This is an optimization exercise on Yosys and OpenROAD, whose aim is small area, a short achievable clock period and few clock cycles, not a production implementation.
No functional check of the RTL was part of any run shown here.
Power and IR drop assume default switching activity.

===== flow/design.v =====
`default_nettype none
package acc_pkg;
  localparam int LANES  = 4;
  localparam int LANE_W = 16;
  localparam int ACC_W  = 32;
  localparam int DATA_W = LANES * LANE_W;
endpackage
`default_nettype wire
`default_nettype none
`timescale 1ns/1ns
module acc_ctrl (
  input  logic        ap_clk,
  input  logic        ap_rst_n,
  input  logic        ap_start,
  input  logic [31:0] cfg,
  input  logic        ifm_valid,
  input  logic        wgt_valid,
  input  logic        ofm_ready,
  output logic        ap_idle,
  output logic        ap_done,
  output logic        take,        
  output logic        take_a,      
  output logic        clr,         
  output logic        adv_out,     
  output logic        ofm_valid
);
  logic        busy;        
  logic        adv;         
  logic        in_act;      
  logic        done_q;
  logic        p_last;      
  logic        p_jlast;     
  logic        cs_fin;      
  logic        cs_last;     
  logic        out_q;       
  logic        o_last;      
  logic        fresh;       
  logic [15:0] ci_q;        
  logic [15:0] pc;          
  logic [15:0] wc;          
  logic [15:0] pc_cur;      
  logic [15:0] pc_dec;
  logic [15:0] wc_dec;
  logic        last_in;     
  logic start_acc;
  logic word_end;
  logic emit;
  logic cs_fin_nx;
  logic may_block;
  logic can_take;
  logic out_q_nx;
  assign start_acc = ap_start && !busy;
  assign emit      = out_q && ofm_ready;
  assign adv_out   = cs_fin && (!out_q || ofm_ready);
  assign cs_fin_nx = adv ? p_last : (adv_out ? 1'b0 : cs_fin);
  assign out_q_nx  = adv_out ? 1'b1 : (emit ? 1'b0 : out_q);
  assign may_block = (adv && p_last && (cs_fin || out_q)) || (cs_fin && out_q);
  assign can_take  = in_act && !may_block;
  assign take      = can_take && ifm_valid && wgt_valid;
  assign pc_cur    = fresh ? ci_q : pc;
  assign word_end  = (pc_cur == 16'd1);
  assign last_in   = (wc == 16'd1);
  always_comb begin
    logic bp;
    logic bw;
    bp = 1'b1;
    bw = 1'b1;
    for (int i = 0; i < 16; i++) begin
      pc_dec[i] = pc_cur[i] ^ bp;
      wc_dec[i] = wc[i] ^ bw;
      bp = bp & ~pc_cur[i];
      bw = bw & ~wc[i];
    end
  end
  always_ff @(posedge ap_clk) begin
    if (!ap_rst_n) begin
      busy    <= 1'b0;
      in_act  <= 1'b0;
      done_q  <= 1'b0;
      cs_fin  <= 1'b0;
      out_q   <= 1'b0;
      adv     <= 1'b0;
      clr     <= 1'b0;
      fresh   <= 1'b1;
    end else begin
      done_q <= 1'b0;
      if (start_acc) begin
        busy   <= 1'b1;
        in_act <= 1'b1;
        fresh  <= 1'b1;
      end
      if (take) begin
        fresh <= word_end;
        if (word_end && last_in) in_act <= 1'b0;
      end
      cs_fin <= cs_fin_nx;
      out_q  <= out_q_nx;
      adv    <= take;
      clr    <= take && fresh;
      if (emit && o_last) begin
        busy   <= 1'b0;
        done_q <= 1'b1;
      end
    end
  end
  always_ff @(posedge ap_clk) begin
    if (take) begin
      p_last  <= word_end;
      p_jlast <= last_in;
    end
    if (adv) begin
      cs_last <= p_jlast;
    end
    if (adv_out) begin
      o_last <= cs_last;
    end
  end
  always_ff @(posedge ap_clk) begin
    if (start_acc) begin
      ci_q <= cfg[31:16];
    end
    if (take) begin
      pc <= pc_dec;
    end
    if (start_acc) begin
      wc <= cfg[15:0];
    end else if (take && word_end) begin
      wc <= wc_dec;
    end
  end
  assign take_a    = can_take && ifm_valid;
  assign ap_idle   = !busy;
  assign ap_done   = done_q;
  assign ofm_valid = out_q;
endmodule
`default_nettype wire
`default_nettype none
module mac_lane (
  input  logic [15:0] a,
  input  logic [15:0] b,
  input  logic [31:0] s_in,
  input  logic [31:0] c_in,
  output logic [31:0] s_out,
  output logic [31:0] c_out
);
  logic [255:0] pp;
  logic hs0;
  logic hc0;
  logic fs0;
  logic fc0;
  logic hs1;
  logic hc1;
  logic fs1;
  logic fc1;
  logic fs2;
  logic fc2;
  logic hs2;
  logic hc2;
  logic fs3;
  logic fc3;
  logic fs4;
  logic fc4;
  logic fs5;
  logic fc5;
  logic hs3;
  logic hc3;
  logic fs6;
  logic fc6;
  logic fs7;
  logic fc7;
  logic fs8;
  logic fc8;
  logic fs9;
  logic fc9;
  logic hs4;
  logic hc4;
  logic fs10;
  logic fc10;
  logic fs11;
  logic fc11;
  logic fs12;
  logic fc12;
  logic fs13;
  logic fc13;
  logic hs5;
  logic hc5;
  logic fs14;
  logic fc14;
  logic fs15;
  logic fc15;
  logic fs16;
  logic fc16;
  logic fs17;
  logic fc17;
  logic fs18;
  logic fc18;
  logic fs19;
  logic fc19;
  logic fs20;
  logic fc20;
  logic fs21;
  logic fc21;
  logic fs22;
  logic fc22;
  logic fs23;
  logic fc23;
  logic hs6;
  logic hc6;
  logic fs24;
  logic fc24;
  logic hs7;
  logic hc7;
  logic fs25;
  logic fc25;
  logic fs26;
  logic fc26;
  logic hs8;
  logic hc8;
  logic fs27;
  logic fc27;
  logic fs28;
  logic fc28;
  logic fs29;
  logic fc29;
  logic hs9;
  logic hc9;
  logic fs30;
  logic fc30;
  logic fs31;
  logic fc31;
  logic fs32;
  logic fc32;
  logic fs33;
  logic fc33;
  logic fs34;
  logic fc34;
  logic fs35;
  logic fc35;
  logic fs36;
  logic fc36;
  logic fs37;
  logic fc37;
  logic fs38;
  logic fc38;
  logic fs39;
  logic fc39;
  logic fs40;
  logic fc40;
  logic fs41;
  logic fc41;
  logic fs42;
  logic fc42;
  logic fs43;
  logic fc43;
  logic fs44;
  logic fc44;
  logic fs45;
  logic fc45;
  logic fs46;
  logic fc46;
  logic fs47;
  logic fc47;
  logic fs48;
  logic fc48;
  logic fs49;
  logic fc49;
  logic fs50;
  logic fc50;
  logic fs51;
  logic fc51;
  logic fs52;
  logic fc52;
  logic fs53;
  logic fc53;
  logic fs54;
  logic fc54;
  logic fs55;
  logic fc55;
  logic fs56;
  logic fc56;
  logic fs57;
  logic fc57;
  logic fs58;
  logic fc58;
  logic fs59;
  logic fc59;
  logic fs60;
  logic fc60;
  logic fs61;
  logic fc61;
  logic fs62;
  logic fc62;
  logic fs63;
  logic fc63;
  logic fs64;
  logic fc64;
  logic fs65;
  logic fc65;
  logic fs66;
  logic fc66;
  logic fs67;
  logic fc67;
  logic fs68;
  logic fc68;
  logic fs69;
  logic fc69;
  logic fs70;
  logic fc70;
  logic fs71;
  logic fc71;
  logic fs72;
  logic fc72;
  logic fs73;
  logic fc73;
  logic fs74;
  logic fc74;
  logic fs75;
  logic fc75;
  logic fs76;
  logic fc76;
  logic fs77;
  logic fc77;
  logic fs78;
  logic fc78;
  logic fs79;
  logic fc79;
  logic hs10;
  logic hc10;
  logic fs80;
  logic fc80;
  logic hs11;
  logic hc11;
  logic fs81;
  logic fc81;
  logic fs82;
  logic fc82;
  logic hs12;
  logic hc12;
  logic fs83;
  logic fc83;
  logic fs84;
  logic fc84;
  logic fs85;
  logic fc85;
  logic fs86;
  logic fc86;
  logic fs87;
  logic fc87;
  logic fs88;
  logic fc88;
  logic fs89;
  logic fc89;
  logic fs90;
  logic fc90;
  logic fs91;
  logic fc91;
  logic fs92;
  logic fc92;
  logic fs93;
  logic fc93;
  logic fs94;
  logic fc94;
  logic fs95;
  logic fc95;
  logic fs96;
  logic fc96;
  logic fs97;
  logic fc97;
  logic fs98;
  logic fc98;
  logic fs99;
  logic fc99;
  logic fs100;
  logic fc100;
  logic fs101;
  logic fc101;
  logic fs102;
  logic fc102;
  logic fs103;
  logic fc103;
  logic fs104;
  logic fc104;
  logic fs105;
  logic fc105;
  logic fs106;
  logic fc106;
  logic fs107;
  logic fc107;
  logic fs108;
  logic fc108;
  logic fs109;
  logic fc109;
  logic fs110;
  logic fc110;
  logic fs111;
  logic fc111;
  logic fs112;
  logic fc112;
  logic fs113;
  logic fc113;
  logic fs114;
  logic fc114;
  logic fs115;
  logic fc115;
  logic fs116;
  logic fc116;
  logic fs117;
  logic fc117;
  logic fs118;
  logic fc118;
  logic fs119;
  logic fc119;
  logic fs120;
  logic fc120;
  logic fs121;
  logic fc121;
  logic fs122;
  logic fc122;
  logic fs123;
  logic fc123;
  logic fs124;
  logic fc124;
  logic fs125;
  logic fc125;
  logic fs126;
  logic fc126;
  logic fs127;
  logic fc127;
  logic fs128;
  logic fc128;
  logic fs129;
  logic fc129;
  logic fs130;
  logic fc130;
  logic fs131;
  logic fc131;
  logic fs132;
  logic fc132;
  logic fs133;
  logic fc133;
  logic fs134;
  logic fc134;
  logic fs135;
  logic fc135;
  logic fs136;
  logic fc136;
  logic fs137;
  logic fc137;
  logic fs138;
  logic fc138;
  logic fs139;
  logic fc139;
  logic fs140;
  logic fc140;
  logic fs141;
  logic fc141;
  logic fs142;
  logic fc142;
  logic hs13;
  logic hc13;
  logic fs143;
  logic fc143;
  logic hs14;
  logic hc14;
  logic fs144;
  logic fc144;
  logic fs145;
  logic fc145;
  logic fs146;
  logic fc146;
  logic fs147;
  logic fc147;
  logic fs148;
  logic fc148;
  logic fs149;
  logic fc149;
  logic fs150;
  logic fc150;
  logic fs151;
  logic fc151;
  logic fs152;
  logic fc152;
  logic fs153;
  logic fc153;
  logic fs154;
  logic fc154;
  logic fs155;
  logic fc155;
  logic fs156;
  logic fc156;
  logic fs157;
  logic fc157;
  logic fs158;
  logic fc158;
  logic fs159;
  logic fc159;
  logic fs160;
  logic fc160;
  logic fs161;
  logic fc161;
  logic fs162;
  logic fc162;
  logic fs163;
  logic fc163;
  logic fs164;
  logic fc164;
  logic fs165;
  logic fc165;
  logic fs166;
  logic fc166;
  logic fs167;
  logic fc167;
  logic fs168;
  logic fc168;
  logic fs169;
  logic fc169;
  logic fs170;
  logic fc170;
  logic fs171;
  logic fc171;
  logic fs172;
  logic fc172;
  logic fs173;
  logic fc173;
  logic fs174;
  logic fc174;
  logic fs175;
  logic fc175;
  logic fs176;
  logic fc176;
  logic fs177;
  logic fc177;
  logic fs178;
  logic fc178;
  logic fs179;
  logic fc179;
  logic fs180;
  logic fc180;
  logic fs181;
  logic fc181;
  logic fs182;
  logic fc182;
  logic fs183;
  logic fc183;
  logic fs184;
  logic fc184;
  logic fs185;
  logic fc185;
  logic fs186;
  logic fc186;
  logic fs187;
  logic fc187;
  logic fs188;
  logic fc188;
  logic fs189;
  logic fc189;
  logic fs190;
  logic fc190;
  logic fs191;
  logic fc191;
  logic fs192;
  logic fc192;
  logic fs193;
  logic fc193;
  logic fs194;
  logic fc194;
  logic hs15;
  logic hc15;
  logic fs195;
  logic fc195;
  logic fs196;
  logic fc196;
  logic fs197;
  logic fc197;
  logic fs198;
  logic fc198;
  logic fs199;
  logic fc199;
  logic fs200;
  logic fc200;
  logic fs201;
  logic fc201;
  logic fs202;
  logic fc202;
  logic fs203;
  logic fc203;
  logic fs204;
  logic fc204;
  logic fs205;
  logic fc205;
  logic fs206;
  logic fc206;
  logic fs207;
  logic fc207;
  logic fs208;
  logic fc208;
  logic fs209;
  logic fc209;
  logic fs210;
  logic fc210;
  logic fs211;
  logic fc211;
  logic fs212;
  logic fc212;
  logic fs213;
  logic fc213;
  logic fs214;
  logic fc214;
  logic fs215;
  logic fc215;
  logic fs216;
  logic fc216;
  logic fs217;
  logic fc217;
  logic fs218;
  logic fc218;
  logic fs219;
  logic fc219;
  logic fs220;
  logic fc220;
  logic fs221;
  logic fc221;
  logic fs222;
  logic fc222;
  logic fs223;
  logic fc223;
  logic hs16;
  logic hc16;
  logic fs224;
  logic fc224;
  logic fs225;
  logic fc225;
  logic fs226;
  logic fc226;
  logic fs227;
  logic fc227;
  logic fs228;
  logic fc228;
  logic fs229;
  logic fc229;
  logic fs230;
  logic fc230;
  logic fs231;
  logic fc231;
  logic fs232;
  logic fc232;
  logic fs233;
  logic fc233;
  logic fs234;
  logic fc234;
  logic fs235;
  logic fc235;
  logic fs236;
  logic fc236;
  logic fs237;
  logic fc237;
  logic fs238;
  logic fc238;
  logic fs239;
  logic fc239;
  logic fs240;
  logic fc240;
  logic fs241;
  logic fc241;
  logic fs242;
  logic fc242;
  logic fs243;
  logic fc243;
  logic fs244;
  logic fc244;
  logic fs245;
  logic fc245;
  logic fs246;
  logic fc246;
  logic fs247;
  logic fc247;
  logic fs248;
  logic fc248;
  logic fs249;
  logic fc249;
  logic fs250;
  logic fc250;
  logic fs251;
  logic fc251;
  logic fs252;
  logic fc252;
  logic fs253;
  logic fc253;
  logic fs254;
  always_comb begin
    for (int i = 0; i < 16; i++) begin
      for (int j = 0; j < 16; j++) begin
        pp[i*16+j] = ~(a[i] & b[j]);
      end
    end
  end
  assign hs0 = ~(pp[11] ^ pp[26]);
  assign hc0 = pp[11] | pp[26];
  mac_fa u_fa0 (.a(pp[12]), .b(pp[27]), .c(pp[42]), .s(fs0), .co(fc0));
  assign hs1 = ~(pp[57] ^ pp[72]);
  assign hc1 = pp[57] | pp[72];
  mac_fa u_fa1 (.a(pp[13]), .b(pp[28]), .c(pp[43]), .s(fs1), .co(fc1));
  mac_fa u_fa2 (.a(pp[58]), .b(pp[73]), .c(pp[88]), .s(fs2), .co(fc2));
  assign hs2 = ~(pp[103] ^ pp[118]);
  assign hc2 = pp[103] | pp[118];
  mac_fa u_fa3 (.a(pp[14]), .b(pp[29]), .c(pp[44]), .s(fs3), .co(fc3));
  mac_fa u_fa4 (.a(pp[59]), .b(pp[74]), .c(pp[89]), .s(fs4), .co(fc4));
  mac_fa u_fa5 (.a(pp[104]), .b(pp[119]), .c(pp[134]), .s(fs5), .co(fc5));
  assign hs3 = ~(pp[149] ^ pp[164]);
  assign hc3 = pp[149] | pp[164];
  mac_fa u_fa6 (.a(pp[15]), .b(pp[30]), .c(pp[45]), .s(fs6), .co(fc6));
  mac_fa u_fa7 (.a(pp[60]), .b(pp[75]), .c(pp[90]), .s(fs7), .co(fc7));
  mac_fa u_fa8 (.a(pp[105]), .b(pp[120]), .c(pp[135]), .s(fs8), .co(fc8));
  mac_fa u_fa9 (.a(pp[150]), .b(pp[165]), .c(pp[180]), .s(fs9), .co(fc9));
  assign hs4 = ~(pp[195] ^ pp[210]);
  assign hc4 = pp[195] | pp[210];
  mac_fa u_fa10 (.a(pp[31]), .b(pp[46]), .c(pp[61]), .s(fs10), .co(fc10));
  mac_fa u_fa11 (.a(pp[76]), .b(pp[91]), .c(pp[106]), .s(fs11), .co(fc11));
  mac_fa u_fa12 (.a(pp[121]), .b(pp[136]), .c(pp[151]), .s(fs12), .co(fc12));
  mac_fa u_fa13 (.a(pp[166]), .b(pp[181]), .c(pp[196]), .s(fs13), .co(fc13));
  assign hs5 = ~(pp[211] ^ pp[226]);
  assign hc5 = pp[211] | pp[226];
  mac_fa u_fa14 (.a(pp[47]), .b(pp[62]), .c(pp[77]), .s(fs14), .co(fc14));
  mac_fa u_fa15 (.a(pp[92]), .b(pp[107]), .c(pp[122]), .s(fs15), .co(fc15));
  mac_fa u_fa16 (.a(pp[137]), .b(pp[152]), .c(pp[167]), .s(fs16), .co(fc16));
  mac_fa u_fa17 (.a(pp[182]), .b(pp[197]), .c(pp[212]), .s(fs17), .co(fc17));
  mac_fa u_fa18 (.a(pp[63]), .b(pp[78]), .c(pp[93]), .s(fs18), .co(fc18));
  mac_fa u_fa19 (.a(pp[108]), .b(pp[123]), .c(pp[138]), .s(fs19), .co(fc19));
  mac_fa u_fa20 (.a(pp[153]), .b(pp[168]), .c(pp[183]), .s(fs20), .co(fc20));
  mac_fa u_fa21 (.a(pp[79]), .b(pp[94]), .c(pp[109]), .s(fs21), .co(fc21));
  mac_fa u_fa22 (.a(pp[124]), .b(pp[139]), .c(pp[154]), .s(fs22), .co(fc22));
  mac_fa u_fa23 (.a(pp[95]), .b(pp[110]), .c(pp[125]), .s(fs23), .co(fc23));
  assign hs6 = ~(pp[7] ^ pp[22]);
  assign hc6 = pp[7] | pp[22];
  mac_fa u_fa24 (.a(pp[8]), .b(pp[23]), .c(pp[38]), .s(fs24), .co(fc24));
  assign hs7 = ~(pp[53] ^ pp[68]);
  assign hc7 = pp[53] | pp[68];
  mac_fa u_fa25 (.a(pp[9]), .b(pp[24]), .c(pp[39]), .s(fs25), .co(fc25));
  mac_fa u_fa26 (.a(pp[54]), .b(pp[69]), .c(pp[84]), .s(fs26), .co(fc26));
  assign hs8 = ~(pp[99] ^ pp[114]);
  assign hc8 = pp[99] | pp[114];
  mac_fa u_fa27 (.a(pp[10]), .b(pp[25]), .c(pp[40]), .s(fs27), .co(fc27));
  mac_fa u_fa28 (.a(pp[55]), .b(pp[70]), .c(pp[85]), .s(fs28), .co(fc28));
  mac_fa u_fa29 (.a(pp[100]), .b(pp[115]), .c(pp[130]), .s(fs29), .co(fc29));
  assign hs9 = ~(pp[145] ^ pp[160]);
  assign hc9 = pp[145] | pp[160];
  mac_fa u_fa30 (.a(pp[41]), .b(pp[56]), .c(pp[71]), .s(fs30), .co(fc30));
  mac_fa u_fa31 (.a(pp[86]), .b(pp[101]), .c(pp[116]), .s(fs31), .co(fc31));
  mac_fa u_fa32 (.a(pp[131]), .b(pp[146]), .c(pp[161]), .s(fs32), .co(fc32));
  mac_fa u_fa33 (.a(pp[176]), .b(hs0), .c(s_in[11]), .s(fs33), .co(fc33));
  mac_fa u_fa34 (.a(pp[87]), .b(pp[102]), .c(pp[117]), .s(fs34), .co(fc34));
  mac_fa u_fa35 (.a(pp[132]), .b(pp[147]), .c(pp[162]), .s(fs35), .co(fc35));
  mac_fa u_fa36 (.a(pp[177]), .b(pp[192]), .c(hc0), .s(fs36), .co(fc36));
  mac_fa u_fa37 (.a(hs1), .b(s_in[12]), .c(c_in[12]), .s(fs37), .co(fc37));
  mac_fa u_fa38 (.a(pp[133]), .b(pp[148]), .c(pp[163]), .s(fs38), .co(fc38));
  mac_fa u_fa39 (.a(pp[178]), .b(pp[193]), .c(pp[208]), .s(fs39), .co(fc39));
  mac_fa u_fa40 (.a(hc1), .b(hs2), .c(s_in[13]), .s(fs40), .co(fc40));
  mac_fa u_fa41 (.a(c_in[13]), .b(fc0), .c(fs1), .s(fs41), .co(fc41));
  mac_fa u_fa42 (.a(pp[179]), .b(pp[194]), .c(pp[209]), .s(fs42), .co(fc42));
  mac_fa u_fa43 (.a(pp[224]), .b(hc2), .c(hs3), .s(fs43), .co(fc43));
  mac_fa u_fa44 (.a(s_in[14]), .b(c_in[14]), .c(fc1), .s(fs44), .co(fc44));
  mac_fa u_fa45 (.a(fc2), .b(fs3), .c(fs4), .s(fs45), .co(fc45));
  mac_fa u_fa46 (.a(pp[225]), .b(pp[240]), .c(hc3), .s(fs46), .co(fc46));
  mac_fa u_fa47 (.a(hs4), .b(s_in[15]), .c(c_in[15]), .s(fs47), .co(fc47));
  mac_fa u_fa48 (.a(fc3), .b(fc4), .c(fc5), .s(fs48), .co(fc48));
  mac_fa u_fa49 (.a(fs6), .b(fs7), .c(fs8), .s(fs49), .co(fc49));
  mac_fa u_fa50 (.a(pp[241]), .b(hc4), .c(hs5), .s(fs50), .co(fc50));
  mac_fa u_fa51 (.a(s_in[16]), .b(c_in[16]), .c(fc6), .s(fs51), .co(fc51));
  mac_fa u_fa52 (.a(fc7), .b(fc8), .c(fc9), .s(fs52), .co(fc52));
  mac_fa u_fa53 (.a(fs10), .b(fs11), .c(fs12), .s(fs53), .co(fc53));
  mac_fa u_fa54 (.a(pp[227]), .b(pp[242]), .c(hc5), .s(fs54), .co(fc54));
  mac_fa u_fa55 (.a(s_in[17]), .b(c_in[17]), .c(fc10), .s(fs55), .co(fc55));
  mac_fa u_fa56 (.a(fc11), .b(fc12), .c(fc13), .s(fs56), .co(fc56));
  mac_fa u_fa57 (.a(fs14), .b(fs15), .c(fs16), .s(fs57), .co(fc57));
  mac_fa u_fa58 (.a(pp[198]), .b(pp[213]), .c(pp[228]), .s(fs58), .co(fc58));
  mac_fa u_fa59 (.a(pp[243]), .b(s_in[18]), .c(c_in[18]), .s(fs59), .co(fc59));
  mac_fa u_fa60 (.a(fc14), .b(fc15), .c(fc16), .s(fs60), .co(fc60));
  mac_fa u_fa61 (.a(fc17), .b(fs18), .c(fs19), .s(fs61), .co(fc61));
  mac_fa u_fa62 (.a(pp[169]), .b(pp[184]), .c(pp[199]), .s(fs62), .co(fc62));
  mac_fa u_fa63 (.a(pp[214]), .b(pp[229]), .c(pp[244]), .s(fs63), .co(fc63));
  mac_fa u_fa64 (.a(s_in[19]), .b(c_in[19]), .c(fc18), .s(fs64), .co(fc64));
  mac_fa u_fa65 (.a(fc19), .b(fc20), .c(fs21), .s(fs65), .co(fc65));
  mac_fa u_fa66 (.a(pp[140]), .b(pp[155]), .c(pp[170]), .s(fs66), .co(fc66));
  mac_fa u_fa67 (.a(pp[185]), .b(pp[200]), .c(pp[215]), .s(fs67), .co(fc67));
  mac_fa u_fa68 (.a(pp[230]), .b(pp[245]), .c(s_in[20]), .s(fs68), .co(fc68));
  mac_fa u_fa69 (.a(c_in[20]), .b(fc21), .c(fc22), .s(fs69), .co(fc69));
  mac_fa u_fa70 (.a(pp[111]), .b(pp[126]), .c(pp[141]), .s(fs70), .co(fc70));
  mac_fa u_fa71 (.a(pp[156]), .b(pp[171]), .c(pp[186]), .s(fs71), .co(fc71));
  mac_fa u_fa72 (.a(pp[201]), .b(pp[216]), .c(pp[231]), .s(fs72), .co(fc72));
  mac_fa u_fa73 (.a(pp[246]), .b(s_in[21]), .c(c_in[21]), .s(fs73), .co(fc73));
  mac_fa u_fa74 (.a(pp[127]), .b(pp[142]), .c(pp[157]), .s(fs74), .co(fc74));
  mac_fa u_fa75 (.a(pp[172]), .b(pp[187]), .c(pp[202]), .s(fs75), .co(fc75));
  mac_fa u_fa76 (.a(pp[217]), .b(pp[232]), .c(pp[247]), .s(fs76), .co(fc76));
  mac_fa u_fa77 (.a(pp[143]), .b(pp[158]), .c(pp[173]), .s(fs77), .co(fc77));
  mac_fa u_fa78 (.a(pp[188]), .b(pp[203]), .c(pp[218]), .s(fs78), .co(fc78));
  mac_fa u_fa79 (.a(pp[159]), .b(pp[174]), .c(pp[189]), .s(fs79), .co(fc79));
  assign hs10 = ~(pp[4] ^ pp[19]);
  assign hc10 = pp[4] | pp[19];
  mac_fa u_fa80 (.a(pp[5]), .b(pp[20]), .c(pp[35]), .s(fs80), .co(fc80));
  assign hs11 = ~(pp[50] ^ pp[65]);
  assign hc11 = pp[50] | pp[65];
  mac_fa u_fa81 (.a(pp[6]), .b(pp[21]), .c(pp[36]), .s(fs81), .co(fc81));
  mac_fa u_fa82 (.a(pp[51]), .b(pp[66]), .c(pp[81]), .s(fs82), .co(fc82));
  assign hs12 = ~(pp[96] ^ s_in[6]);
  assign hc12 = pp[96] | s_in[6];
  mac_fa u_fa83 (.a(pp[37]), .b(pp[52]), .c(pp[67]), .s(fs83), .co(fc83));
  mac_fa u_fa84 (.a(pp[82]), .b(pp[97]), .c(pp[112]), .s(fs84), .co(fc84));
  mac_fa u_fa85 (.a(hs6), .b(s_in[7]), .c(c_in[7]), .s(fs85), .co(fc85));
  mac_fa u_fa86 (.a(pp[83]), .b(pp[98]), .c(pp[113]), .s(fs86), .co(fc86));
  mac_fa u_fa87 (.a(pp[128]), .b(hc6), .c(hs7), .s(fs87), .co(fc87));
  mac_fa u_fa88 (.a(s_in[8]), .b(c_in[8]), .c(fs24), .s(fs88), .co(fc88));
  mac_fa u_fa89 (.a(pp[129]), .b(pp[144]), .c(hc7), .s(fs89), .co(fc89));
  mac_fa u_fa90 (.a(hs8), .b(s_in[9]), .c(c_in[9]), .s(fs90), .co(fc90));
  mac_fa u_fa91 (.a(fc24), .b(fs25), .c(fs26), .s(fs91), .co(fc91));
  mac_fa u_fa92 (.a(hc8), .b(hs9), .c(s_in[10]), .s(fs92), .co(fc92));
  mac_fa u_fa93 (.a(c_in[10]), .b(fc25), .c(fc26), .s(fs93), .co(fc93));
  mac_fa u_fa94 (.a(fs27), .b(fs28), .c(fs29), .s(fs94), .co(fc94));
  mac_fa u_fa95 (.a(hc9), .b(c_in[11]), .c(fc27), .s(fs95), .co(fc95));
  mac_fa u_fa96 (.a(fc28), .b(fc29), .c(fs30), .s(fs96), .co(fc96));
  mac_fa u_fa97 (.a(fs31), .b(fs32), .c(fs33), .s(fs97), .co(fc97));
  mac_fa u_fa98 (.a(fc30), .b(fc31), .c(fc32), .s(fs98), .co(fc98));
  mac_fa u_fa99 (.a(fs34), .b(fs35), .c(fs0), .s(fs99), .co(fc99));
  mac_fa u_fa100 (.a(fs36), .b(fc33), .c(fs37), .s(fs100), .co(fc100));
  mac_fa u_fa101 (.a(fc34), .b(fc35), .c(fs38), .s(fs101), .co(fc101));
  mac_fa u_fa102 (.a(fs39), .b(fs2), .c(fc36), .s(fs102), .co(fc102));
  mac_fa u_fa103 (.a(fc37), .b(fs40), .c(fs41), .s(fs103), .co(fc103));
  mac_fa u_fa104 (.a(fc38), .b(fc39), .c(fs42), .s(fs104), .co(fc104));
  mac_fa u_fa105 (.a(fs5), .b(fc40), .c(fs43), .s(fs105), .co(fc105));
  mac_fa u_fa106 (.a(fc41), .b(fs44), .c(fs45), .s(fs106), .co(fc106));
  mac_fa u_fa107 (.a(fc42), .b(fs9), .c(fs46), .s(fs107), .co(fc107));
  mac_fa u_fa108 (.a(fc43), .b(fs47), .c(fc44), .s(fs108), .co(fc108));
  mac_fa u_fa109 (.a(fc45), .b(fs48), .c(fs49), .s(fs109), .co(fc109));
  mac_fa u_fa110 (.a(fs13), .b(fc46), .c(fc47), .s(fs110), .co(fc110));
  mac_fa u_fa111 (.a(fs50), .b(fc48), .c(fc49), .s(fs111), .co(fc111));
  mac_fa u_fa112 (.a(fs51), .b(fs52), .c(fs53), .s(fs112), .co(fc112));
  mac_fa u_fa113 (.a(fs17), .b(fs54), .c(fc50), .s(fs113), .co(fc113));
  mac_fa u_fa114 (.a(fc51), .b(fc52), .c(fc53), .s(fs114), .co(fc114));
  mac_fa u_fa115 (.a(fs55), .b(fs56), .c(fs57), .s(fs115), .co(fc115));
  mac_fa u_fa116 (.a(fs58), .b(fs20), .c(fc54), .s(fs116), .co(fc116));
  mac_fa u_fa117 (.a(fs59), .b(fc55), .c(fc56), .s(fs117), .co(fc117));
  mac_fa u_fa118 (.a(fc57), .b(fs60), .c(fs61), .s(fs118), .co(fc118));
  mac_fa u_fa119 (.a(fc58), .b(fs62), .c(fs63), .s(fs119), .co(fc119));
  mac_fa u_fa120 (.a(fs22), .b(fc59), .c(fc60), .s(fs120), .co(fc120));
  mac_fa u_fa121 (.a(fc61), .b(fs64), .c(fs65), .s(fs121), .co(fc121));
  mac_fa u_fa122 (.a(fc62), .b(fc63), .c(fs66), .s(fs122), .co(fc122));
  mac_fa u_fa123 (.a(fs67), .b(fs23), .c(fs68), .s(fs123), .co(fc123));
  mac_fa u_fa124 (.a(fc64), .b(fc65), .c(fs69), .s(fs124), .co(fc124));
  mac_fa u_fa125 (.a(fc66), .b(fc67), .c(fc23), .s(fs125), .co(fc125));
  mac_fa u_fa126 (.a(fs70), .b(fs71), .c(fs72), .s(fs126), .co(fc126));
  mac_fa u_fa127 (.a(fc68), .b(fs73), .c(fc69), .s(fs127), .co(fc127));
  mac_fa u_fa128 (.a(s_in[22]), .b(c_in[22]), .c(fc70), .s(fs128), .co(fc128));
  mac_fa u_fa129 (.a(fc71), .b(fc72), .c(fs74), .s(fs129), .co(fc129));
  mac_fa u_fa130 (.a(fs75), .b(fs76), .c(fc73), .s(fs130), .co(fc130));
  mac_fa u_fa131 (.a(pp[233]), .b(pp[248]), .c(s_in[23]), .s(fs131), .co(fc131));
  mac_fa u_fa132 (.a(c_in[23]), .b(fc74), .c(fc75), .s(fs132), .co(fc132));
  mac_fa u_fa133 (.a(fc76), .b(fs77), .c(fs78), .s(fs133), .co(fc133));
  mac_fa u_fa134 (.a(pp[204]), .b(pp[219]), .c(pp[234]), .s(fs134), .co(fc134));
  mac_fa u_fa135 (.a(pp[249]), .b(s_in[24]), .c(c_in[24]), .s(fs135), .co(fc135));
  mac_fa u_fa136 (.a(fc77), .b(fc78), .c(fs79), .s(fs136), .co(fc136));
  mac_fa u_fa137 (.a(pp[175]), .b(pp[190]), .c(pp[205]), .s(fs137), .co(fc137));
  mac_fa u_fa138 (.a(pp[220]), .b(pp[235]), .c(pp[250]), .s(fs138), .co(fc138));
  mac_fa u_fa139 (.a(s_in[25]), .b(c_in[25]), .c(fc79), .s(fs139), .co(fc139));
  mac_fa u_fa140 (.a(pp[191]), .b(pp[206]), .c(pp[221]), .s(fs140), .co(fc140));
  mac_fa u_fa141 (.a(pp[236]), .b(pp[251]), .c(s_in[26]), .s(fs141), .co(fc141));
  mac_fa u_fa142 (.a(pp[207]), .b(pp[222]), .c(pp[237]), .s(fs142), .co(fc142));
  assign hs13 = ~(pp[2] ^ pp[17]);
  assign hc13 = pp[2] | pp[17];
  mac_fa u_fa143 (.a(pp[3]), .b(pp[18]), .c(pp[33]), .s(fs143), .co(fc143));
  assign hs14 = ~(pp[48] ^ s_in[3]);
  assign hc14 = pp[48] | s_in[3];
  mac_fa u_fa144 (.a(pp[34]), .b(pp[49]), .c(pp[64]), .s(fs144), .co(fc144));
  mac_fa u_fa145 (.a(hs10), .b(s_in[4]), .c(c_in[4]), .s(fs145), .co(fc145));
  mac_fa u_fa146 (.a(pp[80]), .b(hc10), .c(hs11), .s(fs146), .co(fc146));
  mac_fa u_fa147 (.a(s_in[5]), .b(c_in[5]), .c(fs80), .s(fs147), .co(fc147));
  mac_fa u_fa148 (.a(hc11), .b(c_in[6]), .c(fc80), .s(fs148), .co(fc148));
  mac_fa u_fa149 (.a(fs81), .b(fs82), .c(hs12), .s(fs149), .co(fc149));
  mac_fa u_fa150 (.a(fc81), .b(fc82), .c(fs83), .s(fs150), .co(fc150));
  mac_fa u_fa151 (.a(fs84), .b(hc12), .c(fs85), .s(fs151), .co(fc151));
  mac_fa u_fa152 (.a(fc83), .b(fc84), .c(fs86), .s(fs152), .co(fc152));
  mac_fa u_fa153 (.a(fc85), .b(fs87), .c(fs88), .s(fs153), .co(fc153));
  mac_fa u_fa154 (.a(fc86), .b(fs89), .c(fc87), .s(fs154), .co(fc154));
  mac_fa u_fa155 (.a(fs90), .b(fc88), .c(fs91), .s(fs155), .co(fc155));
  mac_fa u_fa156 (.a(fc89), .b(fc90), .c(fs92), .s(fs156), .co(fc156));
  mac_fa u_fa157 (.a(fc91), .b(fs93), .c(fs94), .s(fs157), .co(fc157));
  mac_fa u_fa158 (.a(fc92), .b(fc93), .c(fc94), .s(fs158), .co(fc158));
  mac_fa u_fa159 (.a(fs95), .b(fs96), .c(fs97), .s(fs159), .co(fc159));
  mac_fa u_fa160 (.a(fc95), .b(fc96), .c(fs98), .s(fs160), .co(fc160));
  mac_fa u_fa161 (.a(fs99), .b(fc97), .c(fs100), .s(fs161), .co(fc161));
  mac_fa u_fa162 (.a(fc98), .b(fc99), .c(fs101), .s(fs162), .co(fc162));
  mac_fa u_fa163 (.a(fs102), .b(fc100), .c(fs103), .s(fs163), .co(fc163));
  mac_fa u_fa164 (.a(fc101), .b(fs104), .c(fc102), .s(fs164), .co(fc164));
  mac_fa u_fa165 (.a(fs105), .b(fc103), .c(fs106), .s(fs165), .co(fc165));
  mac_fa u_fa166 (.a(fc104), .b(fs107), .c(fc105), .s(fs166), .co(fc166));
  mac_fa u_fa167 (.a(fs108), .b(fc106), .c(fs109), .s(fs167), .co(fc167));
  mac_fa u_fa168 (.a(fc107), .b(fs110), .c(fc108), .s(fs168), .co(fc168));
  mac_fa u_fa169 (.a(fc109), .b(fs111), .c(fs112), .s(fs169), .co(fc169));
  mac_fa u_fa170 (.a(fc110), .b(fs113), .c(fc111), .s(fs170), .co(fc170));
  mac_fa u_fa171 (.a(fc112), .b(fs114), .c(fs115), .s(fs171), .co(fc171));
  mac_fa u_fa172 (.a(fs116), .b(fc113), .c(fc114), .s(fs172), .co(fc172));
  mac_fa u_fa173 (.a(fs117), .b(fc115), .c(fs118), .s(fs173), .co(fc173));
  mac_fa u_fa174 (.a(fs119), .b(fc116), .c(fc117), .s(fs174), .co(fc174));
  mac_fa u_fa175 (.a(fs120), .b(fc118), .c(fs121), .s(fs175), .co(fc175));
  mac_fa u_fa176 (.a(fc119), .b(fs122), .c(fc120), .s(fs176), .co(fc176));
  mac_fa u_fa177 (.a(fs123), .b(fc121), .c(fs124), .s(fs177), .co(fc177));
  mac_fa u_fa178 (.a(fc122), .b(fs125), .c(fs126), .s(fs178), .co(fc178));
  mac_fa u_fa179 (.a(fc123), .b(fc124), .c(fs127), .s(fs179), .co(fc179));
  mac_fa u_fa180 (.a(fc125), .b(fc126), .c(fs128), .s(fs180), .co(fc180));
  mac_fa u_fa181 (.a(fs129), .b(fs130), .c(fc127), .s(fs181), .co(fc181));
  mac_fa u_fa182 (.a(fs131), .b(fc128), .c(fc129), .s(fs182), .co(fc182));
  mac_fa u_fa183 (.a(fs132), .b(fs133), .c(fc130), .s(fs183), .co(fc183));
  mac_fa u_fa184 (.a(fs134), .b(fc131), .c(fs135), .s(fs184), .co(fc184));
  mac_fa u_fa185 (.a(fc132), .b(fc133), .c(fs136), .s(fs185), .co(fc185));
  mac_fa u_fa186 (.a(fc134), .b(fs137), .c(fs138), .s(fs186), .co(fc186));
  mac_fa u_fa187 (.a(fc135), .b(fc136), .c(fs139), .s(fs187), .co(fc187));
  mac_fa u_fa188 (.a(c_in[26]), .b(fc137), .c(fc138), .s(fs188), .co(fc188));
  mac_fa u_fa189 (.a(fs140), .b(fs141), .c(fc139), .s(fs189), .co(fc189));
  mac_fa u_fa190 (.a(pp[252]), .b(s_in[27]), .c(c_in[27]), .s(fs190), .co(fc190));
  mac_fa u_fa191 (.a(fc140), .b(fs142), .c(fc141), .s(fs191), .co(fc191));
  mac_fa u_fa192 (.a(pp[223]), .b(pp[238]), .c(pp[253]), .s(fs192), .co(fc192));
  mac_fa u_fa193 (.a(s_in[28]), .b(c_in[28]), .c(fc142), .s(fs193), .co(fc193));
  mac_fa u_fa194 (.a(pp[239]), .b(pp[254]), .c(s_in[29]), .s(fs194), .co(fc194));
  assign hs15 = ~(pp[1] ^ pp[16]);
  assign hc15 = pp[1] | pp[16];
  mac_fa u_fa195 (.a(pp[32]), .b(hs13), .c(s_in[2]), .s(fs195), .co(fc195));
  mac_fa u_fa196 (.a(hc13), .b(c_in[3]), .c(fs143), .s(fs196), .co(fc196));
  mac_fa u_fa197 (.a(fc143), .b(fs144), .c(hc14), .s(fs197), .co(fc197));
  mac_fa u_fa198 (.a(fc144), .b(fc145), .c(fs146), .s(fs198), .co(fc198));
  mac_fa u_fa199 (.a(fc146), .b(fc147), .c(fs148), .s(fs199), .co(fc199));
  mac_fa u_fa200 (.a(fc148), .b(fs150), .c(fc149), .s(fs200), .co(fc200));
  mac_fa u_fa201 (.a(fc150), .b(fs152), .c(fc151), .s(fs201), .co(fc201));
  mac_fa u_fa202 (.a(fc152), .b(fs154), .c(fc153), .s(fs202), .co(fc202));
  mac_fa u_fa203 (.a(fc154), .b(fs156), .c(fc155), .s(fs203), .co(fc203));
  mac_fa u_fa204 (.a(fc156), .b(fc157), .c(fs158), .s(fs204), .co(fc204));
  mac_fa u_fa205 (.a(fc158), .b(fs160), .c(fc159), .s(fs205), .co(fc205));
  mac_fa u_fa206 (.a(fc160), .b(fs162), .c(fc161), .s(fs206), .co(fc206));
  mac_fa u_fa207 (.a(fc162), .b(fs164), .c(fc163), .s(fs207), .co(fc207));
  mac_fa u_fa208 (.a(fc164), .b(fs166), .c(fc165), .s(fs208), .co(fc208));
  mac_fa u_fa209 (.a(fc166), .b(fs168), .c(fc167), .s(fs209), .co(fc209));
  mac_fa u_fa210 (.a(fc168), .b(fs170), .c(fc169), .s(fs210), .co(fc210));
  mac_fa u_fa211 (.a(fc170), .b(fs172), .c(fc171), .s(fs211), .co(fc211));
  mac_fa u_fa212 (.a(fc172), .b(fs174), .c(fc173), .s(fs212), .co(fc212));
  mac_fa u_fa213 (.a(fc174), .b(fs176), .c(fc175), .s(fs213), .co(fc213));
  mac_fa u_fa214 (.a(fs178), .b(fc176), .c(fc177), .s(fs214), .co(fc214));
  mac_fa u_fa215 (.a(fc178), .b(fs180), .c(fc179), .s(fs215), .co(fc215));
  mac_fa u_fa216 (.a(fc180), .b(fs182), .c(fs183), .s(fs216), .co(fc216));
  mac_fa u_fa217 (.a(fs184), .b(fc182), .c(fs185), .s(fs217), .co(fc217));
  mac_fa u_fa218 (.a(fs186), .b(fc184), .c(fc185), .s(fs218), .co(fc218));
  mac_fa u_fa219 (.a(fc186), .b(fs188), .c(fc187), .s(fs219), .co(fc219));
  mac_fa u_fa220 (.a(fs190), .b(fc188), .c(fs191), .s(fs220), .co(fc220));
  mac_fa u_fa221 (.a(fs192), .b(fc190), .c(fs193), .s(fs221), .co(fc221));
  mac_fa u_fa222 (.a(c_in[29]), .b(fc192), .c(fs194), .s(fs222), .co(fc222));
  mac_fa u_fa223 (.a(pp[255]), .b(s_in[30]), .c(c_in[30]), .s(fs223), .co(fc223));
  assign hs16 = ~(pp[0] ^ s_in[0]);
  assign hc16 = pp[0] | s_in[0];
  mac_fa u_fa224 (.a(hs15), .b(s_in[1]), .c(c_in[1]), .s(fs224), .co(fc224));
  mac_fa u_fa225 (.a(hc15), .b(c_in[2]), .c(fs195), .s(fs225), .co(fc225));
  mac_fa u_fa226 (.a(hs14), .b(fc195), .c(fs196), .s(fs226), .co(fc226));
  mac_fa u_fa227 (.a(fs145), .b(fc196), .c(fs197), .s(fs227), .co(fc227));
  mac_fa u_fa228 (.a(fs147), .b(fc197), .c(fs198), .s(fs228), .co(fc228));
  mac_fa u_fa229 (.a(fs149), .b(fc198), .c(fs199), .s(fs229), .co(fc229));
  mac_fa u_fa230 (.a(fs151), .b(fc199), .c(fs200), .s(fs230), .co(fc230));
  mac_fa u_fa231 (.a(fs153), .b(fc200), .c(fs201), .s(fs231), .co(fc231));
  mac_fa u_fa232 (.a(fs155), .b(fc201), .c(fs202), .s(fs232), .co(fc232));
  mac_fa u_fa233 (.a(fs157), .b(fc202), .c(fs203), .s(fs233), .co(fc233));
  mac_fa u_fa234 (.a(fs159), .b(fc203), .c(fs204), .s(fs234), .co(fc234));
  mac_fa u_fa235 (.a(fs161), .b(fc204), .c(fs205), .s(fs235), .co(fc235));
  mac_fa u_fa236 (.a(fs163), .b(fc205), .c(fs206), .s(fs236), .co(fc236));
  mac_fa u_fa237 (.a(fs165), .b(fc206), .c(fs207), .s(fs237), .co(fc237));
  mac_fa u_fa238 (.a(fs167), .b(fc207), .c(fs208), .s(fs238), .co(fc238));
  mac_fa u_fa239 (.a(fs169), .b(fc208), .c(fs209), .s(fs239), .co(fc239));
  mac_fa u_fa240 (.a(fs171), .b(fc209), .c(fs210), .s(fs240), .co(fc240));
  mac_fa u_fa241 (.a(fs173), .b(fc210), .c(fs211), .s(fs241), .co(fc241));
  mac_fa u_fa242 (.a(fs175), .b(fc211), .c(fs212), .s(fs242), .co(fc242));
  mac_fa u_fa243 (.a(fs177), .b(fc212), .c(fs213), .s(fs243), .co(fc243));
  mac_fa u_fa244 (.a(fs179), .b(fc213), .c(fs214), .s(fs244), .co(fc244));
  mac_fa u_fa245 (.a(fs181), .b(fc214), .c(fs215), .s(fs245), .co(fc245));
  mac_fa u_fa246 (.a(fc181), .b(fs216), .c(fc215), .s(fs246), .co(fc246));
  mac_fa u_fa247 (.a(fc183), .b(fs217), .c(fc216), .s(fs247), .co(fc247));
  mac_fa u_fa248 (.a(fs187), .b(fc217), .c(fs218), .s(fs248), .co(fc248));
  mac_fa u_fa249 (.a(fs189), .b(fc218), .c(fs219), .s(fs249), .co(fc249));
  mac_fa u_fa250 (.a(fc189), .b(fs220), .c(fc219), .s(fs250), .co(fc250));
  mac_fa u_fa251 (.a(fc191), .b(fs221), .c(fc220), .s(fs251), .co(fc251));
  mac_fa u_fa252 (.a(fc193), .b(fs222), .c(fc221), .s(fs252), .co(fc252));
  mac_fa u_fa253 (.a(fc194), .b(fs223), .c(fc222), .s(fs253), .co(fc253));
  assign fs254 = s_in[31] ^ c_in[31] ^ fc223;
  assign s_out[0] = hs16;
  assign c_out[0] = c_in[0];
  assign s_out[1] = hc16;
  assign c_out[1] = fs224;
  assign s_out[2] = fc224;
  assign c_out[2] = fs225;
  assign s_out[3] = fc225;
  assign c_out[3] = fs226;
  assign s_out[4] = fc226;
  assign c_out[4] = fs227;
  assign s_out[5] = fc227;
  assign c_out[5] = fs228;
  assign s_out[6] = fc228;
  assign c_out[6] = fs229;
  assign s_out[7] = fc229;
  assign c_out[7] = fs230;
  assign s_out[8] = fc230;
  assign c_out[8] = fs231;
  assign s_out[9] = fc231;
  assign c_out[9] = fs232;
  assign s_out[10] = fc232;
  assign c_out[10] = fs233;
  assign s_out[11] = fc233;
  assign c_out[11] = fs234;
  assign s_out[12] = fc234;
  assign c_out[12] = fs235;
  assign s_out[13] = fc235;
  assign c_out[13] = fs236;
  assign s_out[14] = fc236;
  assign c_out[14] = fs237;
  assign s_out[15] = fc237;
  assign c_out[15] = fs238;
  assign s_out[16] = fc238;
  assign c_out[16] = fs239;
  assign s_out[17] = fc239;
  assign c_out[17] = fs240;
  assign s_out[18] = fc240;
  assign c_out[18] = fs241;
  assign s_out[19] = fc241;
  assign c_out[19] = fs242;
  assign s_out[20] = fc242;
  assign c_out[20] = fs243;
  assign s_out[21] = fc243;
  assign c_out[21] = fs244;
  assign s_out[22] = fc244;
  assign c_out[22] = fs245;
  assign s_out[23] = fc245;
  assign c_out[23] = fs246;
  assign s_out[24] = fc246;
  assign c_out[24] = fs247;
  assign s_out[25] = fc247;
  assign c_out[25] = fs248;
  assign s_out[26] = fc248;
  assign c_out[26] = fs249;
  assign s_out[27] = fc249;
  assign c_out[27] = fs250;
  assign s_out[28] = fc250;
  assign c_out[28] = fs251;
  assign s_out[29] = fc251;
  assign c_out[29] = fs252;
  assign s_out[30] = fc252;
  assign c_out[30] = fs253;
  assign s_out[31] = fc253;
  assign c_out[31] = fs254;
endmodule
module mac_fa (
  input  logic a,
  input  logic b,
  input  logic c,
  output logic s,
  output logic co
);
  assign s  = a ^ b ^ c;
  assign co = (a & b) | (a & c) | (b & c);
endmodule
`default_nettype wire
`default_nettype none
`timescale 1ns/1ns
module mac_engine (
  input  logic          ap_clk,
  input  logic          take_a,      
  input  logic          wgt_valid,
  input  logic          clr,
  input  logic          adv_out,
  input  logic [63:0]   ifm_data,
  input  logic [63:0]   wgt_data,
  output logic [127:0]  ofm_data
);
  logic [63:0]      a_q;     
  logic [63:0]      b_q;
  logic [3:0][31:0] s_q;
  logic [3:0][31:0] c_q;
  logic [3:0][31:0] s_in;
  logic [3:0][31:0] c_in;
  logic [3:0][31:0] s_nx;
  logic [3:0][31:0] c_nx;
  logic [3:0][31:0] sum;
  logic [127:0]     o_q;     
  always_ff @(posedge ap_clk) begin
    for (int i = 0; i < 8; i++) begin
      a_q[i*8 +: 8] <= ifm_data[(7-i)*8 +: 8] & {8{take_a}};
      b_q[i*8 +: 8] <= wgt_data[(7-i)*8 +: 8] & {8{wgt_valid}};
    end
  end
  for (genvar l = 0; l < 4; l++) begin : g_lane
    assign s_in[l] = s_q[l] | {32{clr}};
    assign c_in[l] = c_q[l] | {32{clr}};
    mac_lane i_mac_lane (
      .a     (a_q[l*16 +: 16]),
      .b     (b_q[l*16 +: 16]),
      .s_in  (s_in[l]),
      .c_in  (c_in[l]),
      .s_out (s_nx[l]),
      .c_out (c_nx[l])
    );
    assign sum[l] = ~(s_q[l] + c_q[l] + 32'd1);
  end
  always_ff @(posedge ap_clk) begin
    s_q <= s_nx;
    c_q <= c_nx;
  end
  always_ff @(posedge ap_clk) begin
    if (adv_out) begin
      for (int l = 0; l < 4; l++) begin
        for (int i = 0; i < 4; i++) begin
          o_q[l*32 + i*8 +: 8] <= sum[l][(3-i)*8 +: 8];
        end
      end
    end
  end
  assign ofm_data = o_q;
endmodule
`default_nettype wire
`default_nettype none
`timescale 1ns/1ns
module krnl_acc (
  input  logic               ap_clk,
  input  logic               ap_rst_n,
  input  logic               ap_start,
  input  logic [31:0]        cfg,
  output logic               ap_idle,
  output logic               ap_done,
  input  logic               ifm_valid,
  output logic               ifm_ready,
  input  logic [63:0]        ifm_data,
  input  logic               wgt_valid,
  output logic               wgt_ready,
  input  logic [63:0]        wgt_data,
  output logic               ofm_valid,
  input  logic               ofm_ready,
  output logic [127:0]       ofm_data
);
  logic take;
  logic take_a;
  logic clr;
  logic adv_out;
  acc_ctrl i_acc_ctrl (
    .ap_clk    (ap_clk),
    .ap_rst_n  (ap_rst_n),
    .ap_start  (ap_start),
    .cfg       (cfg),
    .ifm_valid (ifm_valid),
    .wgt_valid (wgt_valid),
    .ofm_ready (ofm_ready),
    .ap_idle   (ap_idle),
    .ap_done   (ap_done),
    .take      (take),
    .take_a    (take_a),
    .clr       (clr),
    .adv_out   (adv_out),
    .ofm_valid (ofm_valid)
  );
  mac_engine i_mac_engine (
    .ap_clk   (ap_clk),
    .take_a   (take_a),
    .wgt_valid(wgt_valid),
    .clr      (clr),
    .adv_out  (adv_out),
    .ifm_data (ifm_data),
    .wgt_data (wgt_data),
    .ofm_data (ofm_data)
  );
  assign ifm_ready = take;
  assign wgt_ready = take;
endmodule
`default_nettype wire

===== flow/flow/run.sh =====
#!/bin/bash
# The standard layout (standard.sh, standard synthesis unchanged), with
# the port buffers inserted as sky130_fd_sc_hd__buf_1, the smallest plain
# buffer, instead of the delay buffer buffer_ports picks by default. Every
# port still gets its buffer. The make output goes to standard.log; each
# tool's own log is under orfs/logs/.
set -euo pipefail
export BUFFER_PORTS_ARGS="-buffer_cell sky130_fd_sc_hd__buf_1"
bash standard.sh > standard.log 2>&1

===== flow/standard.sh =====
#!/bin/bash
# synth_recipe.tcl (not shown) runs the flow's synth.tcl, then flattens the netlist and writes it again
# the make line also repeats each setting of config.mk as NAME=value (left out here)
make -C /OpenROAD-flow-scripts/flow DESIGN_CONFIG=/design/flow/config.mk WORK_HOME=/design/flow/orfs CLKGATE_MAP_FILE= SYNTH_SCRIPT=/design/flow/synth_recipe.tcl "${@:-finish}"

===== flow/config.mk =====
export PLATFORM = sky130hd
export DESIGN_NAME = krnl_acc
export DESIGN_NICKNAME = krnl_acc
export VERILOG_FILES = /design/flow/design.v
export SDC_FILE = /design/flow/constraint.sdc
export NUM_CORES = 4
export LEC_CHECK = 0
export ABC_CLOCK_PERIOD_IN_PS = 4000
export CAP_MARGIN = 20
export CORE_MARGIN = 2
export CORE_UTILIZATION = 75
export SETUP_SLACK_MARGIN = 5.0
export SLEW_MARGIN = 20
export SYNTH_HIERARCHICAL = 1

===== flow/constraint.sdc =====
create_clock -name core_clock -period 9.0 [get_ports {ap_clk}]
set_input_delay 1.8000 -clock core_clock [delete_from_list [all_inputs] [get_ports {ap_clk}]]
set_output_delay 1.8000 -clock core_clock [all_outputs]
set_load 0.01 [all_outputs]

==> impl_metrics.ini, run 1 <==
[cts]
insertion_delay_ns = 0.61
cts_buffer_depth = 3
cts_buffers = 66
clock-sinks = 572
holdBufCountCts = 0
cts_root_buf = clkbuf_16
clk_pin_slew_ns = 0.06
htree_levels = 3
cts_tree = yes

[synth]
async_flop_share = 0
synth_edf_count = 180
synth_ff_type = dfxtp_1
syn_area_sq_um = 53000
synthCells = 4806
yosysSeqAreaShare = 0.250
synth_cell_types = 83
avgSynthCellArea_sq_um = 11.0
synth_nets = 6218
yosys_warnings = 9
ys_ff_latch = 572

[place]
post-place-ws_ns = 3.69
dp_hpwl_um = 92200
post-place-cells = 5556
routabilityCongestion = 0.952
port_buffers = 298

[pwr]
irDropWorstVdd_v = 0.000195
power_density_nw_per_um2 = 251
leakage_nw = 15.8
total_power_mw = 13.7

[cells_and_area]
final_nets = 6104
layout.cells.non_filler = 5685
area_delta_synth_final_pct = 2.81
final_cell_mix = fa_1, nand2_1, dfxtp_1, buf_1
drive_gt1_frac = 0.109
layout_commonest_cell = fa_1

[die]
die_area_sq_um = 72800
fp.coreArea_sq_um = 70000
io_pins = 299
fp.dieW_um = 270
num_rows = 97
initial_core_util = 0.756
fp.dieH_um = 270

[timing]
slew_violations = 0
setup_tns_ns = 0
fmax_ghz = 0.239
max_slew.worst_pin.slew_ns = 0.942
fin_ws_ns = 4.82
clock_skew_ns = 0.0196
hold_viol_final = 0
finalSetupViolations = 0
grt_setup_unrepaired = yes
slew_headroom = 0.371
fin_crit_ns = 4.18
timing.hold.ws_ns = 0.425
post-route-period-util = 0.465

[route]
finalWirelength_um = 129000
wl_per_cell_um = 22.7
drc_errors = 0
drt.antenna.violating_nets = 0
drt_iter0_markers = 2811
firstDrtPassIters = 6
vias = 34700
avgViaCountPerCell = 6.10

[grt]
grt_usage = 0.365
grt_most_used_layer = met2
grt_pass1_wl_um = 204000
grt_use_met2 = 0.575
met3_usage = 0.0938
antenna_found_initial = 4
grt_util_met1 = 0.502
grt_pass1_vias = 37100
gr-total-overflow = 0
grt_max_degree = 164

[worst_setup_path]
cp-start-kind = input port
worstPathMaxFanout = 4
crit_arrival_ns = 2.38
path_class = in2out
endpoint_kind = output pin
worst-endpoint-required_ns = 7.20

[min_path]
min_path_type = reg2reg

[run_status]
status = timing/DRC/antenna clean

[job]
drv_cap = 0
-- worst paths after layout --
path,startpoint,end,slack [ns],cells after the start
worst max register to register,i_mac_engine.b_q[5],i_mac_engine.c_q[18],5.08,7
worst min register to register,i_acc_ctrl.cs_last,i_acc_ctrl.o_last,0.43,0
worst min-delay path,i_acc_ctrl.cs_last,i_acc_ctrl.o_last,0.43,0
worst max-delay path,wgt_valid,wgt_ready,4.82,4
-- metal layers --
metal  vias up  wire length, um  share of wire
met1     17700            50800           0.39
met3       327            13000           0.10
met5         -               27        0.00021
li1      14800                -              -
met4         4             4410          0.034
met2      1932            60800           0.47
-- modules after synthesis (local to each module, per instance) --
module,flip-flops and latches,cells inside,copies in the design,cell area (sq um)
acc_ctrl,60,215,1,2840
mac_fa,0,1,1016,20.0
mac_lane,0,416,4,2200
krnl_acc,0,1,1,7.51
mac_engine,512,1910,1,21000
-- sequential cells by signal (all words and copies together) (netlist names) --
name                count
i_acc_ctrl.adv          1
i_acc_ctrl.busy         1
i_acc_ctrl.ci_q        16
i_acc_ctrl.clr          1
i_acc_ctrl.cs_fin       1
i_acc_ctrl.cs_last      1
i_acc_ctrl.done_q       1
i_acc_ctrl.fresh        1
i_acc_ctrl.in_act       1
i_acc_ctrl.o_last       1
i_acc_ctrl.out_q        1
i_acc_ctrl.p_jlast      1
i_acc_ctrl.p_last       1
i_acc_ctrl.pc          16
i_acc_ctrl.wc          16
i_mac_engine.a_q       64
i_mac_engine.b_q       64
i_mac_engine.c_q      128
i_mac_engine.o_q      128
i_mac_engine.s_q      128
-- kinds of logic (layout without fill, tap and decap cells) --
family          count (synthesis)  in the layout  synth area share
simple gates                 1729           1729             0.154
fa+ha+maj                    1246           1246             0.439
other cells                     0              1                 0
compound gates                398            399            0.0506
xor+xnor                      118            118            0.0206
flops                         572            572             0.250
buf+inv                       725            662            0.0818
mux                            18             18           0.00347
-- final cells by class --
type | instances | area, sq um
diodes | 1 | 2.50
clock buffers | 78 | 1820
clock inverters | 42 | 443
fillers | 4682 | 15600
inverters | 226 | 848
multi-input cells | 3510 | 35400
flip-flops and latches | 572 | 13400
well taps | 940 | 1180
repair buffers | 316 | 1380
-- through the flow --
stage | util | cell area (sq um)
after floorplan | - | 53000
after detailed placement | 0.741 | 51900
after global routing | 0.778 | 54500
after CTS | 0.777 | 54400
final | 0.778 | 54500
after global placement | 0.741 | 51900
-- worst max-delay path: stages --
cell and delay (ns):
clkbuf_16 0.11, buf_12 0.09, o2111a_2 0.26, buf_6 0.12
-- where the power goes --
group	internal [mW]	switching, mW
sequential	3.45	0.443
combinational	3.00	3.96
clock	1.68	1.14
total	8.14	5.55
-- Yosys cell counts, types with 29 or more instances --
cell type,instances,area share
a21o_1,58,0.0082
a21oi_1,119,0.011
and2_1,258,0.030
buf_4,345,0.049
buf_6,34,0.0072
clkbuf_1,69,0.0049
clkbuf_2,37,0.0035
dfxtp_1,392,0.15
edfxtp_1,180,0.10
fa_1,1020,0.39
ha_1,226,0.053
inv_1,224,0.016
nand2_1,1000,0.071
nand3_1,29,0.0027
nor2_1,58,0.0041
o21ai_0,73,0.0069
or2_2,258,0.030
xnor2_1,65,0.011
xor2_1,49,0.0081
-- what timing repair did --
action	in CTS	in global routing
endpoints found under the hold margin	0	0
gates resized for setup	69	41
cloned	3	0
setup endpoints to repair	50	53
setup buffers	3	2
pin swaps	1	1
==> inputs of run 2 (changes only) <==
--- a/flow/design.v
+++ b/flow/design.v
@@ -19,7 +19,7 @@
   output logic        ap_idle,
   output logic        ap_done,
   output logic        take,        
-  output logic        take_a,      
+  output logic        ready,       
   output logic        clr,         
   output logic        adv_out,     
   output logic        ofm_valid
@@ -47,7 +47,11 @@
   logic emit;
   logic cs_fin_nx;
   logic may_block;
+  logic may_block_nx;
   logic can_take;
+  logic can_take_q;
+  logic in_act_nx;
+  logic p_last_nx;
   logic out_q_nx;
   assign start_acc = ap_start && !busy;
   assign emit      = out_q && ofm_ready;
@@ -56,7 +60,11 @@
   assign out_q_nx  = adv_out ? 1'b1 : (emit ? 1'b0 : out_q);
   assign may_block = (adv && p_last && (cs_fin || out_q)) || (cs_fin && out_q);
   assign can_take  = in_act && !may_block;
+  assign ready     = can_take_q && ifm_valid && wgt_valid;
   assign take      = can_take && ifm_valid && wgt_valid;
+  assign in_act_nx    = start_acc ? 1'b1 : ((take && word_end && last_in) ? 1'b0 : in_act);
+  assign p_last_nx    = take ? word_end : p_last;
+  assign may_block_nx = (take && p_last_nx && (cs_fin_nx || out_q_nx)) || (cs_fin_nx && out_q_nx);
   assign pc_cur    = fresh ? ci_q : pc;
   assign word_end  = (pc_cur == 16'd1);
   assign last_in   = (wc == 16'd1);
@@ -82,16 +90,17 @@
       adv     <= 1'b0;
       clr     <= 1'b0;
       fresh   <= 1'b1;
+      can_take_q <= 1'b0;
     end else begin
+      can_take_q <= in_act_nx && !may_block_nx;
       done_q <= 1'b0;
+      in_act <= in_act_nx;
       if (start_acc) begin
         busy   <= 1'b1;
-        in_act <= 1'b1;
         fresh  <= 1'b1;
       end
       if (take) begin
         fresh <= word_end;
-        if (word_end && last_in) in_act <= 1'b0;
       end
       cs_fin <= cs_fin_nx;
       out_q  <= out_q_nx;
@@ -104,8 +113,8 @@
     end
   end
   always_ff @(posedge ap_clk) begin
+    p_last <= p_last_nx;
     if (take) begin
-      p_last  <= word_end;
       p_jlast <= last_in;
     end
     if (adv) begin
@@ -128,7 +137,6 @@
       wc <= wc_dec;
     end
   end
-  assign take_a    = can_take && ifm_valid;
   assign ap_idle   = !busy;
   assign ap_done   = done_q;
   assign ofm_valid = out_q;
@@ -1063,8 +1071,7 @@
 `timescale 1ns/1ns
 module mac_engine (
   input  logic          ap_clk,
-  input  logic          take_a,      
-  input  logic          wgt_valid,
+  input  logic          take,
   input  logic          clr,
   input  logic          adv_out,
   input  logic [63:0]   ifm_data,
@@ -1083,8 +1090,8 @@
   logic [127:0]     o_q;     
   always_ff @(posedge ap_clk) begin
     for (int i = 0; i < 8; i++) begin
-      a_q[i*8 +: 8] <= ifm_data[(7-i)*8 +: 8] & {8{take_a}};
-      b_q[i*8 +: 8] <= wgt_data[(7-i)*8 +: 8] & {8{wgt_valid}};
+      a_q[i*8 +: 8] <= ifm_data[(7-i)*8 +: 8] & {8{take}};
+      b_q[i*8 +: 8] <= wgt_data[(7-i)*8 +: 8];
     end
   end
   for (genvar l = 0; l < 4; l++) begin : g_lane
@@ -1136,7 +1143,7 @@
   output logic [127:0]       ofm_data
 );
   logic take;
-  logic take_a;
+  logic ready;
   logic clr;
   logic adv_out;
   acc_ctrl i_acc_ctrl (
@@ -1150,22 +1157,21 @@
     .ap_idle   (ap_idle),
     .ap_done   (ap_done),
     .take      (take),
-    .take_a    (take_a),
+    .ready     (ready),
     .clr       (clr),
     .adv_out   (adv_out),
     .ofm_valid (ofm_valid)
   );
   mac_engine i_mac_engine (
     .ap_clk   (ap_clk),
-    .take_a   (take_a),
-    .wgt_valid(wgt_valid),
+    .take     (take),
     .clr      (clr),
     .adv_out  (adv_out),
     .ifm_data (ifm_data),
     .wgt_data (wgt_data),
     .ofm_data (ofm_data)
   );
-  assign ifm_ready = take;
-  assign wgt_ready = take;
+  assign ifm_ready = ready;
+  assign wgt_ready = ready;
 endmodule
 `default_nettype wire
==> run 2 against run 1 <==
Compared with the run above:
- flip-flop and latch count up 1
- register-to-register slack worse by 0.09 ns
- maximum frequency up 4.4%
- combinational power about the same
==> impl_metrics.ini, run 2 <==
[synth]
synth.area.top_cells = fa_1, dfxtp_1, edfxtp_1
synth_edf_count = 179
synth_nets = 6158
yosys_warnings = 9
synth_commonest_cells = fa_1, nand2_1, dfxtp_1
yosysMostFrequentCell = fa_1
syn_area_sq_um = 52600
synth_cell_types = 86
synth_ff_type = dfxtp_1
async_flop_share = 0
ys_ff_latch = 573
synthCells = 4746
avgSynthCellArea_sq_um = 11.1
yosysSeqAreaShare = 0.252
synth_top_area_frac = 0.388
yosysTopAreaCell = fa_1

[timing]
max_slew.worst_pin.slew_ns = 0.964
fmax_ghz = 0.249
setup_tns_ns = 0
hold_viol_final = 0
clock_skew_ns = 0.0349
finalSetupViolations = 0
grt_setup_unrepaired = yes
fin_crit_ns = 4.01
post-route-period-util = 0.445
slew_violations = 0
slew_headroom = 0.357
timing.hold.ws_ns = 0.420

[die]
fp.coreArea_sq_um = 69800
fp.dieH_um = 269
die_area_sq_um = 72300
fp.dieW_um = 269
num_rows = 97
initial_core_util = 0.754
io_pins = 299

[grt]
grt_pass1_vias = 36200
grt_pass1_wl_um = 196000
grt_max_degree = 86
gr-total-overflow = 0
grt_usage = 0.357
antenna_found_initial = 0

[place]
routabilityCongestion = 0.927
dp_hpwl_um = 91100
port_buffers = 298

[route]
avgViaCountPerCell = 6.06
dr_wl_met3_um = 12200
drt_iter0_markers = 2937
highest-signal-layer = met4
firstDrtPassIters = 6
drt.antenna.violating_nets = 0
drc_errors = 0
wl_per_cell_um = 22.2
wl_met1_um = 49600
vias = 34100
wl_met2_um = 58300
finalWirelength_um = 125000

[worst_setup_path]
slowest_delay_ns = 0.83
path_cells = nand2_1 > fa_1 > fa_1 > fa_1 > fa_1 > fa_1 > fa_1
crit_arrival_ns = 4.50
slowest_stage = dfxtp_1
worstPathMaxFanout = 16
critical_path.top_delay_family = adder cells
critPathMostFrequentCell = fa_1
cp-start-kind = register
endpoint_kind = register
path_class = reg2reg
cp.buffers_inverters = 0
worst-endpoint-required_ns = 9.50

[min_path]
min_path_type = reg2reg

[cells_and_area]
antenna_cells = 0
final_cell_mix = fa_1, nand2_1, dfxtp_1, buf_1, or2_2
reg_top3 = i_mac_engine.c_q: 128 flops, i_mac_engine.o_q: 128 flops, i_mac_engine.s_q: 128 flops
seqCellArea_sq_um = 13400
multi_input_area_sq_um = 35000
fill_cells = 4625
layout_commonest_cell = fa_1
final_nets = 6050
drive_gt1_frac = 0.109
area_delta_synth_final_pct = 2.75

[pwr]
power_density_nw_per_um2 = 254
leakage_nw = 15.7
irDropWorstVdd_v = 0.000199

[cts]
htree_levels = 3
cts_root_buf = clkbuf_16
cts_buffers = 67
cts_buffer_depth = 3
clk_pin_slew_ns = 0.06
clock-sinks = 573
cts_tree = yes
insertion_delay_ns = 0.63

[job]
drv_cap = 0

[run_status]
status = timing/DRC/antenna clean
## run 2: area by class of cell
type                            count  share of cell area
Clock buffer                       81              0.0343
Tap cell                          940              0.0218
Multi-Input combinational cell   3454               0.648
Timing Repair Buffer              316              0.0241
Inverter                          226              0.0157
Sequential cell                   573               0.248
Clock inverter                     40             0.00820
## run 2: worst paths after layout
kind                                      startpoint                   end  slack, ns  cells after the start
worst max-delay path            i_mac_engine.a_q[25]  i_mac_engine.c_q[54]       4.99                      7
worst min-delay path              i_acc_ctrl.p_jlast    i_acc_ctrl.cs_last       0.42                      0
worst max register to register  i_mac_engine.a_q[25]  i_mac_engine.c_q[54]       4.99                      7
worst min register to register    i_acc_ctrl.p_jlast    i_acc_ctrl.cs_last       0.42                      0
## run 2: repair_timing
item / CTS / global route
gates resized for setup: 39 / 62
pin swaps: 0 / 1
endpoints found under the setup margin: 51 / 118
hold buffers: 0 / 0
buffers inserted: 0 / 1
## run 2: per-module statistics from Yosys, one instance, submodules excluded
module      copies in the design  area [sq um]  flip-flops and latches  cells
mac_engine                     1         20500                     512   1839
krnl_acc                       1          7.51                       0      1
acc_ctrl                       1          2890                      61    226
mac_fa                      1016          20.0                       0      1
mac_lane                       4          2200                       0    416
## run 2: worst register-to-register path: cells and delay by family, from the launching register on
kind,cells,cell delay (ns)
adders and majority gates,6,2.83
DFF,1,0.83
and+or+nand+nor,1,0.23
## run 2: per-stage QoR
stage	power, mW	instances	instance area (sq um)	setup WS [ns]	util
2_1_floorplan	9.94	4746	52600	4.83	-
3_3_place_gp	10.5	5508	51600	4.59	0.739
3_5_place_dp	10.7	5508	51600	4.55	0.739
4_1_cts	13.7	5629	53900	4.96	0.773
5_1_grt	14.6	5630	54000	4.99	0.774
6_report	13.7	5630	54000	4.99	0.774
## run 2: routing by layer
metal,GRT usage,vias up
met4,0.137,0
met1,0.492,17300
met5,0,-
met3,0.0783,354
met2,0.563,1918
li1,-,14600
## run 2: logic make-up (layout without fill, tap and decap cells)
logic type,Yosys count,count (layout),synth area share
simple gates,1677,1677,0.149
fa+ha+maj,1246,1246,0.442
buf+inv,719,663,0.0820
flops,573,573,0.252
compound gates,395,395,0.0503
xor+xnor,118,118,0.0208
mux,18,18,0.00343
## run 2: report_power, final
part / internal (mW) / switching, mW
clock: 1.71 / 1.16
combinational: 2.99 / 3.99
sequential: 3.45 / 0.402
total: 8.15 / 5.56

what the ideal ports hide:
Ports are ideal in the flow. The routed layouts listed here were re-timed in OpenROAD. Step 1 assumes that a clkbuf_16 drives the clock port and a buf_2 every other input. Step 2, shift: input delay + t, output delay - t, t = (earliest + latest rising clock arrival at the registers) / 2. This alone moves slack from input paths to output paths. Slacks: ideal ports / drivers / drivers and shift; pairs: ideal ports / drivers.
run | t, ns | setup slack, ns | clock arrival spread, ns | worst data-port slew with drivers (ns)
run 1 | 0.672 | 4.815 / 4.759 / 4.742 | 0.020 / 0.020 | 0.10
run 2 | 0.684 | 4.991 / 4.971 / 4.735 | 0.036 / 0.037 | 0.05
After both steps every run listed still meets setup and hold. For run 2, which loses most, drivers alone change the setup slack by -0.020 ns; drivers and shift together by -0.256 ns.
